What follows belongs to an exercise in optimizing a design on an open flow for small area, a short achievable clock period and few clock cycles; a production flow would make more cautious choices.
Where RTL was checked, it was by simulation tests only, not by an equivalence proof against the original.
No activity file was given, so power comes from the tool's default toggle rates.

==> flow/design.v <==
package pfs_pkg;
  localparam int unsigned SAMPLE_W = 32;
  localparam int unsigned PCM16_W  = 16;
  localparam int unsigned MONO_W   = 32;
  localparam int unsigned LVL_W    = 33;
  localparam int unsigned APB_AW = 3;
  localparam int unsigned APB_DW = 32;
  localparam int unsigned FMT_W  = 3;
  localparam logic REG_FORMAT = 1'b0;
  localparam logic REG_STEREO = 1'b1;
  localparam logic [FMT_W-1:0] FMT_FLOAT32 = 3'd0;
  localparam logic [FMT_W-1:0] FMT_PCM8    = 3'd1;
  localparam logic [FMT_W-1:0] FMT_PCM16   = 3'd2;
  localparam logic [FMT_W-1:0] FMT_PCM24   = 3'd3;
  localparam logic [FMT_W-1:0] FMT_PCM32   = 3'd4;
  localparam logic signed [LVL_W-1:0] LVL_ONE     = {2'b01, 31'b0};
  localparam logic signed [LVL_W-1:0] LVL_NEG_ONE = {2'b11, 31'b0};
  typedef logic signed [LVL_W-1:0] level_t;
endpackage
module pfs_lane (
  input  logic [pfs_pkg::SAMPLE_W-1:0] word_i,
  input  logic [pfs_pkg::FMT_W-1:0]    fmt_i,
  input  logic                         zero_i,
  output logic [32:0]                  x_o,
  output logic                         s_o
);
  logic [7:0]  ex;
  logic        nan, big, inr, fsel, psel, sgn;
  logic [31:0] fmag, pl;
  logic [1:0]  bsh;
  always_comb begin
    ex   = word_i[30:23];
    sgn  = word_i[31];
    nan  = (&ex) && (|word_i[22:0]);
    big  = ex[7] || (&ex[6:0]);
    inr  = (ex[7:5] == 3'b011) && !(&ex[4:0]);
    fmag = {1'b1, word_i[22:0], 8'b0} >> (~ex[4:0]);
    bsh  = {fmt_i[1] ^ fmt_i[0], fmt_i[0]};
    pl   = word_i << {bsh, 3'b000};
    pl[31] = pl[31] ^ (fmt_i == pfs_pkg::FMT_PCM8);
    fsel = !zero_i && (fmt_i == pfs_pkg::FMT_FLOAT32);
    psel = !zero_i && (fmt_i == pfs_pkg::FMT_PCM8  || fmt_i == pfs_pkg::FMT_PCM16 ||
                       fmt_i == pfs_pkg::FMT_PCM24 || fmt_i == pfs_pkg::FMT_PCM32);
    s_o  = fsel && sgn;
    x_o[32] = (psel & pl[31]) | s_o;
    x_o[31] = (psel & pl[31]) | (fsel & ((big & !nan) ^ sgn));
    for (int i = 0; i < 31; i++)
      x_o[i] = (psel & pl[i]) | (fsel & ((inr & fmag[i]) ^ sgn));
  end
endmodule
module pfs_s16_step (
  input  logic [32:0] x_i,
  input  logic        s_i,
  output logic [2:0]  k_o
);
  logic [14:0] u, v;
  logic        gt, lt, eq, c, anz, a15, dec, k2, k1, km, x0;
  always_comb begin
    u   = x_i[15:1];
    v   = x_i[30:16];
    gt  = u > v;
    lt  = u < v;
    eq  = !gt && !lt;
    c   = s_i ? (lt || (eq && !x_i[0] && x_i[15])) : (gt || (eq && x_i[0] && !x_i[15]));
    anz = s_i ? (x_i[31:16] != 16'hFFFF) : (x_i[31:16] != 16'h0000);
    a15 = x_i[31] ^ s_i;
    dec = a15 || (!c && anz);
    k2  = s_i ? dec  : (x_i[32] & c);
    k1  = s_i ? !dec : (x_i[32] & !c);
    km  = !s_i & !x_i[32] & dec;
    x0  = x_i[16];
    k_o = {k1 | km, k2 | (k1 & x0), km & !x0};
  end
endmodule
module pfs_s16 (
  input  logic [15:0]                        x_i,
  input  logic [2:0]                         k_i,
  output logic signed [pfs_pkg::PCM16_W-1:0] pcm16_o
);
  logic [15:0] pu, pd, flip;
  always_comb begin
    pu[1] = 1'b1;
    pd[1] = 1'b1;
    for (int i = 2; i < 16; i++) begin
      pu[i] = pu[i-1] & x_i[i-1];
      pd[i] = pd[i-1] & !x_i[i-1];
    end
    flip[0] = k_i[2];
    for (int i = 1; i < 16; i++) flip[i] = (pu[i] & k_i[1]) | (pd[i] & k_i[0]);
    pcm16_o = x_i ^ flip;
  end
endmodule
module pfs_add #(parameter int N = 33) (
  input  logic [N-1:0] a_i,
  input  logic [N-1:0] b_i,
  input  logic         cin_i,
  output logic [N-1:0] sum_o,
  output logic         gtop_o    
);
  logic [N-1:0] p, g, gp, pp;
  always_comb begin
    p  = a_i ^ b_i;
    g  = a_i & b_i;
    gp = g;
    pp = p;
    for (int l = 0; (1 << l) < N; l++)
      for (int i = (2 << l) - 1; i < N; i += (2 << l)) begin
        gp[i] = gp[i] | (pp[i] & gp[i - (1 << l)]);
        pp[i] = pp[i] & pp[i - (1 << l)];
      end
    for (int l = 5; l >= 0; l--)
      if ((1 << l) < N)
        for (int i = (3 << l) - 1; i < N; i += (2 << l)) begin
          gp[i] = gp[i] | (pp[i] & gp[i - (1 << l)]);
          pp[i] = pp[i] & pp[i - (1 << l)];
        end
    sum_o[0] = p[0] ^ cin_i;
    for (int i = 1; i < N; i++) sum_o[i] = p[i] ^ (gp[i-1] | (pp[i-1] & cin_i));
    gtop_o = gp[N-2];
  end
endmodule
module pfs_merge (
  input  logic [32:0]                        xl_i,
  input  logic                               sl_i,
  input  logic [32:0]                        xr_i,
  input  logic                               sr_i,
  output logic signed [pfs_pkg::MONO_W-1:0]  mono_o
);
  logic [33:0] xl, xr, sv, cv;
  logic [32:0] q;
  logic        gtop, neg, cin, sat;
  always_comb begin
    xl = {xl_i[32], xl_i};
    xr = {xr_i[32], xr_i};
    sv = xl ^ xr ^ {33'b0, sl_i};
    cv = {(xl[32:0] & xr[32:0]) | {32'b0, (xl[0] ^ xr[0]) & sl_i}, sr_i};
  end
  pfs_add #(33) u_add (.a_i(sv[33:1]), .b_i(cv[33:1]), .cin_i(cin), .sum_o(q), .gtop_o(gtop));
  always_comb begin
    neg = sv[33] ^ cv[33] ^ gtop;
    cin = (sv[0] & cv[0]) | ((sv[0] ^ cv[0]) & neg);
    sat = !xl_i[32] && xl_i[31] && !sl_i && !xr_i[32] && xr_i[31] && !sr_i;
    mono_o = sat ? 32'h7FFF_FFFF : q[31:0];
  end
endmodule
module pcm_frame_to_s16_stereo_mono (
  input  logic                              clk_i,
  input  logic                              rst_ni,
  input  logic                              in_valid,
  output logic                              in_ready,
  input  logic [pfs_pkg::SAMPLE_W-1:0]      in_left_sample,
  input  logic [pfs_pkg::SAMPLE_W-1:0]      in_right_sample,
  input  logic                              in_silent,
  input  logic                              in_end_of_packet,
  output logic                              out_valid,
  input  logic                              out_ready,
  output logic signed [pfs_pkg::PCM16_W-1:0] out_left_pcm16,
  output logic signed [pfs_pkg::PCM16_W-1:0] out_right_pcm16,
  output logic signed [pfs_pkg::MONO_W-1:0]  out_mono_level,
  output logic                              out_last_of_packet,
  input  logic                              psel,
  input  logic                              penable,
  input  logic                              pwrite,
  input  logic [pfs_pkg::APB_AW-1:0]        paddr,
  input  logic [pfs_pkg::APB_DW-1:0]        pwdata,
  output logic [pfs_pkg::APB_DW-1:0]        prdata,
  output logic                              pready
);
  logic [pfs_pkg::FMT_W-1:0] fmt_q;
  logic             stereo_q;
  logic             v1_q, v2_q, rdy1, rdy2;
  logic [pfs_pkg::SAMPLE_W-1:0] right_word;
  logic [32:0]      xl, xr, xl_q, xr_q;
  logic             sl, sr, sl_q, sr_q;
  logic [2:0]       kl, kr;
  logic             last1_q, last2_q;
  logic signed [pfs_pkg::PCM16_W-1:0] l16_d, r16_d, l16_q, r16_q;
  logic signed [pfs_pkg::MONO_W-1:0]  mono_d, mono_q;
  assign pready = 1'b1;
  always_ff @(posedge clk_i or negedge rst_ni) begin
    if (!rst_ni) begin
      fmt_q    <= pfs_pkg::FMT_FLOAT32;
      stereo_q <= 1'b1;
    end else if (psel && penable && pwrite) begin
      if (paddr[2]) stereo_q <= pwdata[0];
      else          fmt_q    <= pwdata[pfs_pkg::FMT_W-1:0];
    end
  end
  assign prdata = paddr[2] ? {{(pfs_pkg::APB_DW-1){1'b0}}, stereo_q}
                           : {{(pfs_pkg::APB_DW-pfs_pkg::FMT_W){1'b0}}, fmt_q};
  assign right_word = stereo_q ? in_right_sample : in_left_sample;
  pfs_lane u_lane_l (.word_i(in_left_sample), .fmt_i(fmt_q), .zero_i(in_silent), .x_o(xl), .s_o(sl));
  pfs_lane u_lane_r (.word_i(right_word),     .fmt_i(fmt_q), .zero_i(in_silent), .x_o(xr), .s_o(sr));
  assign rdy2     = !v2_q || out_ready;
  assign rdy1     = !v1_q || rdy2;
  assign in_ready = rdy1;
  always_ff @(posedge clk_i or negedge rst_ni) begin
    if (!rst_ni) begin
      v1_q <= 1'b0;
      v2_q <= 1'b0;
    end else begin
      if (rdy1) v1_q <= in_valid;
      if (rdy2) v2_q <= v1_q;
    end
  end
  always_ff @(posedge clk_i) begin
    if (rdy1) begin
      xl_q    <= xl;
      sl_q    <= sl;
      xr_q    <= xr;
      sr_q    <= sr;
      last1_q <= in_end_of_packet;
    end
  end
  pfs_s16_step u_step_l (.x_i(xl_q), .s_i(sl_q), .k_o(kl));
  pfs_s16_step u_step_r (.x_i(xr_q), .s_i(sr_q), .k_o(kr));
  pfs_s16 u_s16_l (.x_i(xl_q[31:16]), .k_i(kl), .pcm16_o(l16_d));
  pfs_s16 u_s16_r (.x_i(xr_q[31:16]), .k_i(kr), .pcm16_o(r16_d));
  pfs_merge u_merge (
    .xl_i  (xl_q),
    .sl_i  (sl_q),
    .xr_i  (xr_q),
    .sr_i  (sr_q),
    .mono_o(mono_d)
  );
  always_ff @(posedge clk_i) begin
    if (rdy2) begin
      l16_q   <= l16_d;
      r16_q   <= r16_d;
      mono_q  <= mono_d;
      last2_q <= last1_q;
    end
  end
  assign out_valid          = v2_q;
  assign out_left_pcm16     = l16_q;
  assign out_right_pcm16    = r16_q;
  assign out_mono_level     = mono_q;
  assign out_last_of_packet = last2_q;
endmodule
==> flow/config.mk <==
export PLATFORM = sky130hd
export DESIGN_NAME = pcm_frame_to_s16_stereo_mono
export DESIGN_NICKNAME = pcm_frame_to_s16_stereo_mono
export VERILOG_FILES = /design/flow/design.v
export SDC_FILE = /design/flow/constraint.sdc
export NUM_CORES = 4
export LEC_CHECK = 0
export CAP_MARGIN = 20
export CORE_MARGIN = 2
export CORE_UTILIZATION = 40
export CTS_BUF_LIST = sky130_fd_sc_hd__clkbuf_8
export CTS_CLUSTER_SIZE = 30
export PLACE_DENSITY = 0.6
export SETUP_SLACK_MARGIN = 2.75
export SLEW_MARGIN = 20
==> flow/constraint.sdc <==
create_clock -name core_clock -period 6.5 [get_ports {clk_i}]
set_input_delay 1.3000 -clock core_clock [delete_from_list [all_inputs] [get_ports {clk_i}]]
set_output_delay 1.3000 -clock core_clock [all_outputs]
set_load 0.01 [all_outputs]
standard.sh (not shown) runs the stock make flow with config.mk's settings and CLKGATE_MAP_FILE= SYNTH_SCRIPT=/design/flow/synth_recipe.tcl, a recipe that flattens the netlist after the stock synthesis.
==> flow/flow/run.sh <==
#!/bin/bash
set -euo pipefail
export BUFFER_PORTS_ARGS="-buffer_cell sky130_fd_sc_hd__buf_1"
export ADDER_MAP_FILE=
bash standard.sh > standard.log 2>&1
The baseline produced a clean layout.
Next try:
--- a/flow/design.v
+++ b/flow/design.v
@@ -25,27 +25,27 @@
   output logic                         s_o
 );
   logic [7:0]  ex;
-  logic        nan, big, inr, fsel, psel, sgn;
+  logic        nan, big, inr, is_flt, is_pcm;
   logic [31:0] fmag, pl;
   logic [1:0]  bsh;
+  logic [32:0] y;
   always_comb begin
     ex   = word_i[30:23];
-    sgn  = word_i[31];
     nan  = (&ex) && (|word_i[22:0]);
     big  = ex[7] || (&ex[6:0]);
-    inr  = (ex[7:5] == 3'b011) && !(&ex[4:0]);
+    inr  = (ex[7:5] == 3'b011);
     fmag = {1'b1, word_i[22:0], 8'b0} >> (~ex[4:0]);
     bsh  = {fmt_i[1] ^ fmt_i[0], fmt_i[0]};
     pl   = word_i << {bsh, 3'b000};
     pl[31] = pl[31] ^ (fmt_i == pfs_pkg::FMT_PCM8);
-    fsel = !zero_i && (fmt_i == pfs_pkg::FMT_FLOAT32);
-    psel = !zero_i && (fmt_i == pfs_pkg::FMT_PCM8  || fmt_i == pfs_pkg::FMT_PCM16 ||
-                       fmt_i == pfs_pkg::FMT_PCM24 || fmt_i == pfs_pkg::FMT_PCM32);
-    s_o  = fsel && sgn;
-    x_o[32] = (psel & pl[31]) | s_o;
-    x_o[31] = (psel & pl[31]) | (fsel & ((big & !nan) ^ sgn));
-    for (int i = 0; i < 31; i++)
-      x_o[i] = (psel & pl[i]) | (fsel & ((inr & fmag[i]) ^ sgn));
+    is_flt = !zero_i && (fmt_i == pfs_pkg::FMT_FLOAT32);
+    is_pcm = !zero_i && (fmt_i == pfs_pkg::FMT_PCM8  || fmt_i == pfs_pkg::FMT_PCM16 ||
+                         fmt_i == pfs_pkg::FMT_PCM24 || fmt_i == pfs_pkg::FMT_PCM32);
+    s_o  = (fmt_i == pfs_pkg::FMT_FLOAT32) && word_i[31];
+    if (is_flt)      y = {1'b0, big && !nan, (inr && !big) ? fmag[30:0] : 31'b0};
+    else if (is_pcm) y = {pl[31], pl};
+    else             y = '0;
+    x_o = y ^ {33{s_o}};
   end
 endmodule
 module pfs_s16_step (
Effect: Via count went down by 2.7%. Hold slack stays flat. Global-route usage went down by 1.6 points. Utilization went down by 4.1 points. Setup slack improves by 0.22 ns. Combinational power hardly moves. Wire length went down by 8.7%. Clock power went down by 11%. Cell count went down by 4.5%.
Testbench counts after the change, summed over its fixed seeds: cycles 18,402.
Function not checked in the first run of this note: the RTL went through the layout flow alone.

==> afterwards: timing with drivers on the ports <==
The flow's constraints put no driver on any port. The routed layouts listed below were extracted and timed again, unchanged, in two steps. Step 1: set_driving_cell puts a clkbuf_16 on clk_i and a buf_2 on each other input, an assumption about the parent block. Step 2 also shifts input and output timing later by t, the mid clock arrival at the registers, as if the neighbouring blocks saw the same clock. a / b / c = ideal / step 1 / step 2; a / b = the first two.
run | t, ns | setup slack, ns | hold slack, ns | clock arrival spread, ns | pins driven straight from the clock port
the first run | 0.530 | 2.550 / 2.550 / 2.320 | 0.423 / 0.423 / 0.423 | 0.025 / 0.025 | 1
the second run | 0.536 | 2.773 / 2.773 / 2.268 | 0.424 / 0.424 / 0.424 | 0.024 / 0.025 | 1
After both steps every run listed still meets setup and hold. The setup slack of the second run, which loses most, moves by 0.000 ns with the drivers and by -0.505 ns with both steps.
